What follows belongs to an exercise in optimizing a design on an open flow for small area; a production flow would make more cautious choices. Only simulation tests tie the RTL to the original design; equivalence was not proved.

==> tundra <==
## aes256_key_expand
module aes256_key_expand (
  input  logic         clk,
  input  logic         reset,
  input  logic         start,
  input  logic [255:0] key_in,
  output logic         busy,
  output logic         rk_valid,
  input  logic         rk_ready,
  output logic [3:0]   rk_round,
  output logic [31:0]  k0_out,
  output logic [31:0]  k1_out,
  output logic [31:0]  k2_out,
  output logic [31:0]  k3_out,
  output logic         done
);
  aes_key_expand #(.NK(8)) u_core (
    .clk      (clk),
    .reset    (reset),
    .start    (start),
    .key_in   (key_in),
    .busy     (busy),
    .rk_valid (rk_valid),
    .rk_ready (rk_ready),
    .rk_round (rk_round),
    .k0_out   (k0_out),
    .k1_out   (k1_out),
    .k2_out   (k2_out),
    .k3_out   (k3_out),
    .done     (done)
  );
endmodule
==> module aes_key_expand, before the edit <==
module aes_key_expand
#(
  parameter int NK = 8
) (
  input  logic            clk,
  input  logic            reset,
  input  logic            start,
  input  logic [32*NK-1:0] key_in,
  output logic            busy,
  output logic            rk_valid,
  input  logic            rk_ready,
  output logic [3:0]      rk_round,
  output logic [31:0]     k0_out,
  output logic [31:0]     k1_out,
  output logic [31:0]     k2_out,
  output logic [31:0]     k3_out,
  output logic            done
);
  logic [127:0] r_hi, r_lon;
  logic [127:0] w_lo;
  logic [7:0]   r_cnt;
  logic [7:0] w_old, w_sub_in, w_sub_out, w_rcon, w_t, w_new;
  logic       w_rot, w_sw, w_adv, w_last, w_copy;
  logic       w_ld, w_sh, w_hd, w_shn, w_hdn;
  assign w_lo  = ~r_lon;
  assign w_old = r_hi[127:120];
  assign w_copy = (r_cnt[7:4] == 4'd15);   
  assign w_rot = (r_cnt[4:2] == 3'd0);    
  assign w_sw  = (r_cnt[4:2] == 3'd4);    
  always_comb begin
    if (w_rot)
      w_sub_in = (r_cnt[1:0] == 2'd3) ? w_lo[55:48] : w_lo[23:16];
    else
      w_sub_in = w_lo[31:24];
  end
  aes_subword u_sbox (
    .i_byte (w_sub_in),
    .o_byte (w_sub_out)
  );
  logic w_rc_en;
  assign w_rc_en = (r_cnt[1:0] == 2'd0);
  for (genvar k = 0; k < 7; k++) begin : g_rcon
    assign w_rcon[k] = w_rc_en && (r_cnt[7:5] == 3'(k));
  end
  assign w_rcon[7] = 1'b0;
  always_comb begin
    if (w_rot)
      w_t = w_sub_out ^ w_rcon;
    else if (w_sw)
      w_t = w_sub_out;
    else
      w_t = w_lo[31:24];
  end
  assign w_new = w_old ^ (w_copy ? 8'hff : w_t);
  assign rk_valid = busy && !w_copy && (r_cnt[3:0] == 4'd0);
  assign rk_round = r_cnt[7:4];
  assign {k0_out, k1_out, k2_out, k3_out} = r_hi;
  assign w_adv  = busy && (!rk_valid || rk_ready);
  assign w_last = rk_valid && rk_ready && (r_cnt[7:4] == 4'd14);
  assign w_ld = !busy;
  assign w_sh = w_adv;
  assign w_hd = busy && !w_adv;
  assign w_shn = !w_sh;
  assign w_hdn = !w_hd;
  logic [127:0] w_hi_d, w_lon_d, w_hi_s, w_lon_s;
  assign w_hi_s  = {r_hi[119:0], w_lo[127:120]};
  assign w_lon_s = {r_lon[119:0], ~w_new};
  for (genvar b = 0; b < 128; b++) begin : g_win
    aes_win_bit u_hi (
      .ld (w_ld), .key (key_in[b]), .shn (w_shn), .s (w_hi_s[b]),
      .hdn (w_hdn), .q (r_hi[b]), .d (w_hi_d[b])
    );
    aes_win_bit u_lo (
      .ld (w_ld), .key (key_in[128+b]), .shn (w_shn), .s (w_lon_s[b]),
      .hdn (w_hdn), .q (r_lon[b]), .d (w_lon_d[b])
    );
  end
  always_ff @(posedge clk) begin
    r_hi  <= w_hi_d;
    r_lon <= w_lon_d;
    if (!busy)
      r_cnt <= 8'd240;
    else if (w_adv)
      r_cnt <= r_cnt + 8'd1;
  end
  always_ff @(posedge clk) begin
    if (reset) begin
      busy <= 1'b0;
      done <= 1'b0;
    end else begin
      done <= w_last;
      if (!busy)
        busy <= start;
      else if (w_last)
        busy <= 1'b0;
    end
  end
endmodule
==> module aes_win_bit, before the edit <==
module aes_win_bit (
  input  logic ld,
  input  logic key,
  input  logic shn,
  input  logic s,
  input  logic hdn,
  input  logic q,
  output logic d
);
  logic p;
  assign p = (shn | s) & (hdn | q);
  assign d = ~((ld & key) | ~p);
endmodule
export LEC_CHECK = 0
export CAP_MARGIN = 0
export CORE_MARGIN = 2
export CORE_UTILIZATION = 40
export PLACE_DENSITY = 0.65
export SLEW_MARGIN = 0
export SYNTH_KEEP_MODULES = aes_win_bit aes_subword
export BUFFER_PORTS_ARGS = -buffer_cell sky130_fd_sc_hd__buf_1
export CTS_ARGS = -sink_clustering_enable -repair_clock_nets -dont_use_dummy_load -sink_clustering_size 12 -sink_clustering_max_diameter 40 -buf_list {sky130_fd_sc_hd__clkbuf_4}
create_clock -name core_clock -period 10.0 [get_ports {clk}]
standard.sh (not shown) runs the stock make flow with config.mk's settings and CLKGATE_MAP_FILE= SYNTH_SCRIPT=/design/flow/synth_recipe.tcl, a recipe that flattens the netlist after the stock synthesis.
==> flow/flow/run.sh <==
#!/bin/bash
# Own flow: the standard ORFS layout (standard.sh) with
#  - the standard synthesis script, with ABC mapping done per module with
#    an area-oriented script (flow/area.abc) instead of ORFS's delay-oriented
#    one: the window bit-select module (aes_win_bit) and the S-box
#    (aes_subword) are kept as modules through mapping and flattened
#    afterwards as usual; the registers and their names are untouched,
#  - no adder extraction (ADDER_MAP_FILE empty), so ABC maps XOR logic itself,
#  - buf_1 port buffers instead of ORFS's default port buffer,
#  - a clock tree of small leaf clusters without dummy loads.
# Every tool's output goes to a log file in this folder.
set -euo pipefail
W=$(pwd)
{
  head -n 1 synth_recipe.tcl
  cat <<EOS
proc abc {args} {
  set i [lsearch -exact \$args -script]
  set a_area [lreplace \$args [expr {\$i+1}] [expr {\$i+1}] $W/flow/area.abc]
  yosys abc {*}\$a_area aes_win_bit
  yosys abc {*}\$a_area aes_subword
  yosys abc {*}\$a_area aes256_key_expand
}
EOS
  tail -n +2 synth_recipe.tcl
} > synth_area.tcl
cat >> config.mk <<'EOC'
export SYNTH_KEEP_MODULES = aes_win_bit aes_subword
export ADDER_MAP_FILE =
export BUFFER_PORTS_ARGS = -buffer_cell sky130_fd_sc_hd__buf_1
export CTS_ARGS = -sink_clustering_enable -repair_clock_nets -dont_use_dummy_load -sink_clustering_size 12 -sink_clustering_max_diameter 40 -buf_list {sky130_fd_sc_hd__clkbuf_4}
EOC
bash standard.sh SYNTH_SCRIPT=$W/synth_area.tcl finish > standard_flow.log 2>&1
==> flow/flow/area.abc <==
strash
&get -n
&st
&dch
&nf -a -R 1000
&put
topo
==> inputs of fjord, as changes to tundra <==
--- a/flow/design.v
+++ b/flow/design.v
@@ -359,5 +359,6 @@
   logic [127:0] w_lo;
   logic [7:0]   r_cnt;
-  logic [7:0] w_old, w_sub_in, w_sub_out, w_rcon, w_t, w_new;
+  logic [7:0] w_old, w_sub_in, w_sub_out;
+  logic [6:0] w_rcon;
   logic       w_rot, w_sw, w_adv, w_last, w_copy;
   logic       w_ld, w_sh, w_hd, w_shn, w_hdn;
@@ -367,9 +368,13 @@
   assign w_rot = (r_cnt[4:2] == 3'd0);    
   assign w_sw  = (r_cnt[4:2] == 3'd4);    
-  always_comb begin
-    if (w_rot)
-      w_sub_in = (r_cnt[1:0] == 2'd3) ? w_lo[55:48] : w_lo[23:16];
-    else
-      w_sub_in = w_lo[31:24];
+  logic w_sel6, w_sel2, w_sel3;
+  assign w_sel6 = w_rot && (r_cnt[1:0] == 2'd3);
+  assign w_sel2 = w_rot && (r_cnt[1:0] != 2'd3);
+  assign w_sel3 = !w_rot;
+  for (genvar k = 0; k < 8; k++) begin : g_subsel
+    aes_sub_sel u_sel (
+      .sel6 (w_sel6), .b6n (r_lon[48+k]), .sel2 (w_sel2), .b2n (r_lon[16+k]),
+      .sel3 (w_sel3), .b3n (r_lon[24+k]), .y (w_sub_in[k])
+    );
   end
   aes_subword u_sbox (
@@ -378,18 +383,21 @@
   );
   logic w_rc_en;
-  assign w_rc_en = (r_cnt[1:0] == 2'd0);
+  assign w_rc_en = w_rot && (r_cnt[1:0] == 2'd0);
   for (genvar k = 0; k < 7; k++) begin : g_rcon
     assign w_rcon[k] = w_rc_en && (r_cnt[7:5] == 3'(k));
   end
-  assign w_rcon[7] = 1'b0;
-  always_comb begin
-    if (w_rot)
-      w_t = w_sub_out ^ w_rcon;
-    else if (w_sw)
-      w_t = w_sub_out;
-    else
-      w_t = w_lo[31:24];
+  logic w_rs;
+  logic [7:0] w_s0;
+  assign w_rs = w_rot || w_sw;
+  for (genvar k = 0; k < 7; k++) begin : g_new
+    aes_new_bit u_new (
+      .rs (w_rs), .sb (w_sub_out[k]), .rc (w_rcon[k]), .b3n (r_lon[24+k]),
+      .old (w_old[k]), .copy (w_copy), .y (w_s0[k])
+    );
   end
-  assign w_new = w_old ^ (w_copy ? 8'hff : w_t);
+  aes_new_bit7 u_new7 (
+    .rs (w_rs), .sb (w_sub_out[7]), .b3n (r_lon[31]),
+    .old (w_old[7]), .copy (w_copy), .y (w_s0[7])
+  );
   assign rk_valid = busy && !w_copy && (r_cnt[3:0] == 4'd0);
   assign rk_round = r_cnt[7:4];
@@ -404,5 +412,5 @@
   logic [127:0] w_hi_d, w_lon_d, w_hi_s, w_lon_s;
   assign w_hi_s  = {r_hi[119:0], w_lo[127:120]};
-  assign w_lon_s = {r_lon[119:0], ~w_new};
+  assign w_lon_s = {r_lon[119:0], w_s0};
   for (genvar b = 0; b < 128; b++) begin : g_win
     aes_win_bit u_hi (
@@ -436,4 +444,40 @@
   end
 endmodule
+module aes_sub_sel (
+  input  logic sel6,
+  input  logic b6n,
+  input  logic sel2,
+  input  logic b2n,
+  input  logic sel3,
+  input  logic b3n,
+  output logic y
+);
+  assign y = ~((sel6 & b6n) | (sel2 & b2n) | (sel3 & b3n));
+endmodule
+module aes_new_bit (
+  input  logic rs,
+  input  logic sb,
+  input  logic rc,
+  input  logic b3n,
+  input  logic old,
+  input  logic copy,
+  output logic y
+);
+  logic t;
+  assign t = rs ? (sb ^ rc) : ~b3n;
+  assign y = ~(old ^ (t | copy));
+endmodule
+module aes_new_bit7 (
+  input  logic rs,
+  input  logic sb,
+  input  logic b3n,
+  input  logic old,
+  input  logic copy,
+  output logic y
+);
+  logic t;
+  assign t = rs ? sb : ~b3n;
+  assign y = ~(old ^ (t | copy));
+endmodule
 module aes_win_bit (
   input  logic ld,
==> flow/flow/run.sh (replaced) <==
#!/bin/bash
# Own flow: the standard ORFS layout (standard.sh) with
#  - the standard synthesis script, with ABC mapping done per module with
#    an area-oriented script (flow/area.abc) instead of ORFS's delay-oriented
#    one: the S-box (aes_subword) and the small per-bit modules
#    (aes_win_bit, aes_sub_sel, aes_new_bit, aes_new_bit7) are kept as
#    modules through mapping and flattened afterwards as usual; the
#    registers and their names are untouched,
#  - no adder extraction (ADDER_MAP_FILE empty), so ABC maps XOR logic itself,
#  - buf_1 port buffers instead of ORFS's default port buffer,
#  - a clock tree of small leaf clusters without dummy loads.
# Every tool's output goes to a log file in this folder.
set -euo pipefail
W=$(pwd)
{
  head -n 1 synth_recipe.tcl
  cat <<EOS
proc abc {args} {
  set i [lsearch -exact \$args -script]
  set a_area [lreplace \$args [expr {\$i+1}] [expr {\$i+1}] $W/flow/area.abc]
  yosys abc {*}\$a_area aes_win_bit
  yosys abc {*}\$a_area aes_subword
  yosys abc {*}\$a_area aes_sub_sel
  yosys abc {*}\$a_area aes_new_bit
  yosys abc {*}\$a_area aes_new_bit7
  yosys abc {*}\$a_area aes256_key_expand
}
EOS
  tail -n +2 synth_recipe.tcl
} > synth_area.tcl
cat >> config.mk <<'EOC'
export SYNTH_KEEP_MODULES = aes_win_bit aes_subword aes_sub_sel aes_new_bit aes_new_bit7
export ADDER_MAP_FILE =
export BUFFER_PORTS_ARGS = -buffer_cell sky130_fd_sc_hd__buf_1
export CTS_ARGS = -sink_clustering_enable -repair_clock_nets -dont_use_dummy_load -sink_clustering_size 10 -sink_clustering_max_diameter 60 -buf_list {sky130_fd_sc_hd__clkbuf_4}
EOC
bash standard.sh SYNTH_SCRIPT=$W/synth_area.tcl finish > standard_flow.log 2>&1
Settings changed: CTS_ARGS -sink_clustering_enable -repair_clock_nets -dont_use_dummy_load -sink_clustering_size 12 -sink_clustering_max_diameter 40 -buf_list {sky130_fd_sc_hd__clkbuf_4} to -sink_clustering_enable -repair_clock_nets -dont_use_dummy_load -sink_clustering_size 10 -sink_clustering_max_diameter 60 -buf_list {sky130_fd_sc_hd__clkbuf_4}, SYNTH_KEEP_MODULES aes_win_bit aes_subword to aes_win_bit aes_subword aes_sub_sel aes_new_bit aes_new_bit7.
==> inputs of harbor, as changes to tundra <==
--- a/flow/design.v
+++ b/flow/design.v
@@ -360,9 +360,8 @@
   logic [7:0]   r_cnt;
   logic [7:0] w_old, w_sub_in, w_sub_out, w_rcon, w_t, w_new;
-  logic       w_rot, w_sw, w_adv, w_last, w_copy;
+  logic       w_rot, w_sw, w_adv, w_last;
   logic       w_ld, w_sh, w_hd, w_shn, w_hdn;
   assign w_lo  = ~r_lon;
   assign w_old = r_hi[127:120];
-  assign w_copy = (r_cnt[7:4] == 4'd15);   
   assign w_rot = (r_cnt[4:2] == 3'd0);    
   assign w_sw  = (r_cnt[4:2] == 3'd4);    
@@ -391,6 +390,6 @@
       w_t = w_lo[31:24];
   end
-  assign w_new = w_old ^ (w_copy ? 8'hff : w_t);
-  assign rk_valid = busy && !w_copy && (r_cnt[3:0] == 4'd0);
+  assign w_new = w_old ^ w_t;
+  assign rk_valid = busy && (r_cnt[3:0] == 4'd0);
   assign rk_round = r_cnt[7:4];
   assign {k0_out, k1_out, k2_out, k3_out} = r_hi;
@@ -406,10 +405,10 @@
   assign w_lon_s = {r_lon[119:0], ~w_new};
   for (genvar b = 0; b < 128; b++) begin : g_win
-    aes_win_bit u_hi (
-      .ld (w_ld), .key (key_in[b]), .shn (w_shn), .s (w_hi_s[b]),
-      .hdn (w_hdn), .q (r_hi[b]), .d (w_hi_d[b])
+    aes_win_hi u_hi (
+      .ld (w_ld), .key (key_in[128+b]), .sh (w_sh), .s (w_hi_s[b]),
+      .hd (w_hd), .q (r_hi[b]), .d (w_hi_d[b])
     );
-    aes_win_bit u_lo (
-      .ld (w_ld), .key (key_in[128+b]), .shn (w_shn), .s (w_lon_s[b]),
+    aes_win_lo u_lo (
+      .ld (w_ld), .key (key_in[b]), .shn (w_shn), .s (w_lon_s[b]),
       .hdn (w_hdn), .q (r_lon[b]), .d (w_lon_d[b])
     );
@@ -419,5 +418,5 @@
     r_lon <= w_lon_d;
     if (!busy)
-      r_cnt <= 8'd240;
+      r_cnt <= 8'd0;
     else if (w_adv)
       r_cnt <= r_cnt + 8'd1;
@@ -436,5 +435,18 @@
   end
 endmodule
-module aes_win_bit (
+module aes_win_hi (
+  input  logic ld,
+  input  logic key,
+  input  logic sh,
+  input  logic s,
+  input  logic hd,
+  input  logic q,
+  output logic d
+);
+  logic m;
+  assign m = ~((ld & key) | (sh & s) | (hd & q));
+  assign d = ~m;
+endmodule
+module aes_win_lo (
   input  logic ld,
   input  logic key,
==> flow/flow/run.sh (replaced) <==
#!/bin/bash
# Own flow: the standard ORFS layout (standard.sh) with
#  - the standard synthesis script, with ABC mapping done per module with
#    area-oriented scripts instead of ORFS's delay-oriented one: the window
#    bit-select modules (aes_win_hi, aes_win_lo) and the S-box
#    (aes_subword) are kept as modules through mapping and flattened
#    afterwards as usual; the registers and their names are untouched,
#  - no adder extraction (ADDER_MAP_FILE empty), so ABC maps XOR logic itself,
#  - buf_1 port buffers instead of ORFS's default port buffer,
#  - a clock tree of small leaf clusters without dummy loads.
# Every tool's output goes to a log file in this folder.
set -euo pipefail
W=$(pwd)
{
  head -n 1 synth_recipe.tcl
  cat <<EOS
proc abc {args} {
  set i [lsearch -exact \$args -script]
  set a_area [lreplace \$args [expr {\$i+1}] [expr {\$i+1}] $W/flow/area.abc]
  set a_amap [lreplace \$args [expr {\$i+1}] [expr {\$i+1}] $W/flow/amap.abc]
  yosys abc {*}\$a_amap aes_win_hi
  yosys abc {*}\$a_area aes_win_lo
  yosys abc {*}\$a_area aes_subword
  yosys abc {*}\$a_area aes256_key_expand
}
EOS
  tail -n +2 synth_recipe.tcl
} > synth_area.tcl
cat >> config.mk <<'EOC'
export SYNTH_KEEP_MODULES = aes_win_hi aes_win_lo aes_subword
export ADDER_MAP_FILE =
export BUFFER_PORTS_ARGS = -buffer_cell sky130_fd_sc_hd__buf_1
export CTS_ARGS = -sink_clustering_enable -repair_clock_nets -dont_use_dummy_load -sink_clustering_size 10 -sink_clustering_max_diameter 40 -buf_list {sky130_fd_sc_hd__clkbuf_4}
EOC
bash standard.sh SYNTH_SCRIPT=$W/synth_area.tcl finish > standard_flow.log 2>&1
==> flow/flow/amap.abc (new file) <==
strash
amap
topo
Settings changed: CTS_ARGS -sink_clustering_enable -repair_clock_nets -dont_use_dummy_load -sink_clustering_size 12 -sink_clustering_max_diameter 40 -buf_list {sky130_fd_sc_hd__clkbuf_4} to -sink_clustering_enable -repair_clock_nets -dont_use_dummy_load -sink_clustering_size 10 -sink_clustering_max_diameter 40 -buf_list {sky130_fd_sc_hd__clkbuf_4}, SYNTH_KEEP_MODULES aes_win_bit aes_subword to aes_win_hi aes_win_lo aes_subword.
==> notes <==
The lowest design area belongs to fjord, the highest to harbor. In fjord the clock skew is lower than in tundra, by 19 ps. Count of clock-buffer cells in the layout is the same in tundra and harbor. Fmax: tundra > harbor > fjord.

## static timing again, ports no longer ideal
Ports are ideal in the flow. The routed layouts listed here were re-timed in OpenROAD.
Step 1 (the two cells are an assumption about what drives the block):
set clk [get_ports {clk}]
set_driving_cell -lib_cell sky130_fd_sc_hd__clkbuf_16 $clk
set_driving_cell -lib_cell sky130_fd_sc_hd__buf_2 [delete_from_list [all_inputs] $clk]
Step 2 times the ports against the registers' clock, not the clock port: input delays grow and output delays shrink by t, the midpoint of the rising clock arrivals with the driver on.
Three values: ideal, step 1, step 2; two values: the first two.
run | t (ns) | slack for setup (ns) | hold slack, ns | clock arrival spread, ns | worst data-port slew with drivers (ns)
tundra | 0.671 | 2.895 / 2.895 / 2.895 | 0.463 / 0.463 / 0.463 | 0.104 / 0.104 | 0.08
fjord | 0.743 | 2.551 / 2.551 / 2.551 | 0.459 / 0.459 / 0.459 | 0.074 / 0.074 | 0.12
harbor | 0.651 | 2.891 / 2.891 / 2.891 | 0.462 / 0.462 / 0.462 | 0.060 / 0.060 | 0.09
After both steps setup and hold are still met in every run listed.
